Context: an optimization exercise on an open-source flow, tuned for small area. The choices shown serve that exercise and are no tape-out recipe. RTL that was checked went through simulation tests only; none was proved equivalent to the original.

== the baseline ==
==> module wqe_fetch_top, before the edit <==
module wqe_fetch_top
#(
    parameter int MAX_QP   = 16,
    parameter int SQ_DEPTH = 4096
)(
    input  logic                  clk,
    input  logic                  rst_n,
    output logic                  o_fetch_ready,
    input  logic                  i_arbit_val,
    input  logic [QPID_WIDTH-1:0] i_qp_idx,
    input  logic [MAX_QP-1:0]     i_active,
    input  logic [MAX_QP-1:0]     i_wqe_cache_alfull,
    input  logic [ADDR_WIDTH-1:0] i_sq_base,
    output logic [ADDR_WIDTH-1:0] o_axi_araddr,
    output logic                  o_axi_arvalid,
    input  logic                  i_axi_arready,
    input  logic [WQE_WIDTH-1:0]  i_axi_rdata,
    input  logic                  i_axi_rvalid,
    output logic                  o_axi_rready,
    output logic                  o_wqe_cache_wr,
    output logic [WQE_WIDTH-1:0]  o_wqe,
    input  logic [MAX_QP-1:0]     i_wqe_cache_full
);
    localparam int PI_WIDTH = $clog2(SQ_DEPTH);
    localparam int WQE_LSB  = $clog2(WQE_BYTES);
    logic                  iss;      
    logic                  rdv;      
    logic                  busy;
    logic                  grant;
    logic                  push;
    logic                  req_ok;
    logic [QPID_WIDTH-1:0] qp_q;
    logic [QPID_LSB-1:0]   body_q;
    logic [PI_WIDTH-1:0]   pi [MAX_QP];
    logic [MAX_QP-1:0]     pi_ok;
    logic [PI_WIDTH-1:0]   pi_cur;
    logic [MAX_QP-1:0]     qsel;     
    assign grant  = o_fetch_ready & i_arbit_val;
    assign push   = o_wqe_cache_wr & ~(|(qsel & i_wqe_cache_full));
    assign req_ok = (|i_active) & ~(&i_wqe_cache_alfull);
    assign busy   = iss | o_axi_arvalid | o_axi_rready | rdv | o_wqe_cache_wr;
    always_ff @(posedge clk or negedge rst_n)
    begin
        if (!rst_n)
        begin
            o_fetch_ready  <= 1'b0;
            iss            <= 1'b0;
            o_axi_arvalid  <= 1'b0;
            o_axi_rready   <= 1'b0;
            rdv            <= 1'b0;
            o_wqe_cache_wr <= 1'b0;
        end
        else
        begin
            o_fetch_ready  <= req_ok & ((~busy & ~grant) | push);
            iss            <= grant;
            o_axi_arvalid  <= iss | (o_axi_arvalid & ~i_axi_arready);
            o_axi_rready   <= (o_axi_arvalid & i_axi_arready) | (o_axi_rready & ~i_axi_rvalid);
            rdv            <= o_axi_rready & i_axi_rvalid;
            o_wqe_cache_wr <= rdv | (o_wqe_cache_wr & (|(qsel & i_wqe_cache_full)));
        end
    end
    always_ff @(posedge clk)
    begin
        if (o_fetch_ready)
            qp_q <= i_qp_idx;
    end
    always_ff @(posedge clk)
    begin
        body_q <= ({QPID_LSB{o_axi_rready}}          & i_axi_rdata[QPID_LSB-1:0])
                | ({QPID_LSB{rdv | o_wqe_cache_wr}} & body_q);
    end
    always_comb
    begin
        for (int q = 0; q < MAX_QP; q++)
            qsel[q] = (qp_q == QPID_WIDTH'(q));
    end
    always_comb
    begin
        pi_cur = '0;
        for (int q = 0; q < MAX_QP; q++)
            pi_cur = pi_cur | ({PI_WIDTH{qsel[q] & pi_ok[q]}} & pi[q]);
    end
    always_ff @(posedge clk or negedge rst_n)
    begin
        if (!rst_n)
            pi_ok <= '0;
        else
            pi_ok <= pi_ok | ({MAX_QP{rdv}} & qsel);
    end
    always_ff @(posedge clk)
    begin
        for (int q = 0; q < MAX_QP; q++)
            if (rdv & qsel[q])
                pi[q] <= pi_cur + 1'b1;
    end
    localparam int AW = ADDR_WIDTH - WQE_LSB;
    logic [AW-1:0] add_a, add_b, add_g, add_p, add_x;
    assign add_a = i_sq_base[ADDR_WIDTH-1:WQE_LSB];
    assign add_b = {{(AW-QPID_WIDTH-PI_WIDTH){1'b0}}, qp_q, pi_cur};
    always_comb
    begin
        add_g = add_a & add_b;
        add_p = add_a ^ add_b;
        add_x = add_p;
        for (int d = 1; d < AW; d = d * 2)
            for (int i = 2 * d - 1; i < AW; i = i + 2 * d)
            begin
                add_g[i] = add_g[i] | (add_p[i] & add_g[i-d]);
                add_p[i] = add_p[i] & add_p[i-d];
            end
        for (int d = 16; d >= 1; d = d / 2)
            for (int i = 3 * d - 1; i < AW; i = i + 2 * d)
            begin
                add_g[i] = add_g[i] | (add_p[i] & add_g[i-d]);
                add_p[i] = add_p[i] & add_p[i-d];
            end
    end
    assign o_axi_araddr = {add_x ^ {add_g[AW-2:0], 1'b0}, i_sq_base[WQE_LSB-1:0]};
    assign o_wqe = {{PAD_WIDTH{1'b0}}, qp_q, body_q};
endmodule
==> flow/config.mk <==
export PLATFORM = sky130hd
export DESIGN_NAME = wqe_fetch_top
export DESIGN_NICKNAME = wqe_fetch_top
export VERILOG_FILES = /design/flow/design.v
export SDC_FILE = /design/flow/constraint.sdc
export NUM_CORES = 4
export LEC_CHECK = 0
export CAP_MARGIN = 20
export CORE_AREA = 10 10 410 410
export DIE_AREA = 0 0 420 420
export SLEW_MARGIN = 20
==> flow/constraint.sdc <==
create_clock -name core_clock -period 8.0 [get_ports {clk}]
set_input_delay 1.6000 -clock core_clock [delete_from_list [all_inputs] [get_ports {clk}]]
set_output_delay 1.6000 -clock core_clock [all_outputs]
set_load 0.01 [all_outputs]
standard.sh (not shown) runs the stock make flow with config.mk's settings and CLKGATE_MAP_FILE= SYNTH_SCRIPT=/design/flow/synth_recipe.tcl, a recipe that flattens the netlist after the stock synthesis.
==> flow/flow/run.sh <==
#!/bin/bash
# Standard ORFS layout with smaller port buffers and a lighter clock tree.
set -euo pipefail
here=$(cd "$(dirname "$0")" && pwd)
source "$here/knobs.sh"
bash standard.sh > standard.log 2>&1
Other scripts of this flow, unchanged in this note and not shown: flow/flow/knobs.sh, flow/flow/pins.tcl, flow/flow/ties.tcl
The inputs of the candidate differ from those of the baseline as listed below.
diff --git a/flow/design.v b/flow/design.v
--- a/flow/design.v
+++ b/flow/design.v
@@ -117,29 +117,7 @@
             if (rdv & qsel[q])
                 pi[q] <= pi_cur + 1'b1;
     end
-    localparam int AW = ADDR_WIDTH - WQE_LSB;
-    logic [AW-1:0] add_a, add_b, add_g, add_p, add_x;
-    assign add_a = i_sq_base[ADDR_WIDTH-1:WQE_LSB];
-    assign add_b = {{(AW-QPID_WIDTH-PI_WIDTH){1'b0}}, qp_q, pi_cur};
-    always_comb
-    begin
-        add_g = add_a & add_b;
-        add_p = add_a ^ add_b;
-        add_x = add_p;
-        for (int d = 1; d < AW; d = d * 2)
-            for (int i = 2 * d - 1; i < AW; i = i + 2 * d)
-            begin
-                add_g[i] = add_g[i] | (add_p[i] & add_g[i-d]);
-                add_p[i] = add_p[i] & add_p[i-d];
-            end
-        for (int d = 16; d >= 1; d = d / 2)
-            for (int i = 3 * d - 1; i < AW; i = i + 2 * d)
-            begin
-                add_g[i] = add_g[i] | (add_p[i] & add_g[i-d]);
-                add_p[i] = add_p[i] & add_p[i-d];
-            end
-    end
-    assign o_axi_araddr = {add_x ^ {add_g[AW-2:0], 1'b0}, i_sq_base[WQE_LSB-1:0]};
+    assign o_axi_araddr = i_sq_base + {{(ADDR_WIDTH-QPID_WIDTH-PI_WIDTH-WQE_LSB){1'b0}}, qp_q, pi_cur, {WQE_LSB{1'b0}}};
     assign o_wqe = {{PAD_WIDTH{1'b0}}, qp_q, body_q};
 endmodule
 `default_nettype wire
## What came out
Between the baseline and the candidate, final cell count without fillers increased.
Delta(first-pass GRT wire length, the candidate - the baseline) < 0
For worst hold slack, the baseline and the candidate come out practically identical.
The candidate gives more compound-cell area share of the yosys netlist than the baseline did.
Compared the candidate vs the baseline, and path length in cells of the critical path is down in the candidate.
The RTL of the baseline was laid out without a check of its function.

[re-timing with driven ports]
How much do the figures lean on ideal ports? The routed layouts below were timed once more, with nothing changed but the port constraints. Step 1 (the two cells are an assumption about what drives the block):
set clk [get_ports {clk}]
set_driving_cell -lib_cell sky130_fd_sc_hd__clkbuf_16 $clk
set_driving_cell -lib_cell sky130_fd_sc_hd__buf_2 [delete_from_list [all_inputs] $clk]
Step 2 also shifts input and output timing later by t, the mid clock arrival at the registers, as if the neighbouring blocks saw the same clock. a / b / c = ideal / step 1 / step 2; a / b = the first two.
run	shift t [ns]	setup WS [ns]	worst setup path after step 2	clock arrival spread, ns	worst data-port slew with drivers (ns)
the baseline	0.637	0.535 / 0.457 / 1.094	register to output	0.143 / 0.143	0.29
the candidate	0.637	0.419 / 0.344 / 0.981	register to output	0.093 / 0.093	0.21
After both steps setup and hold are still met in every run listed.
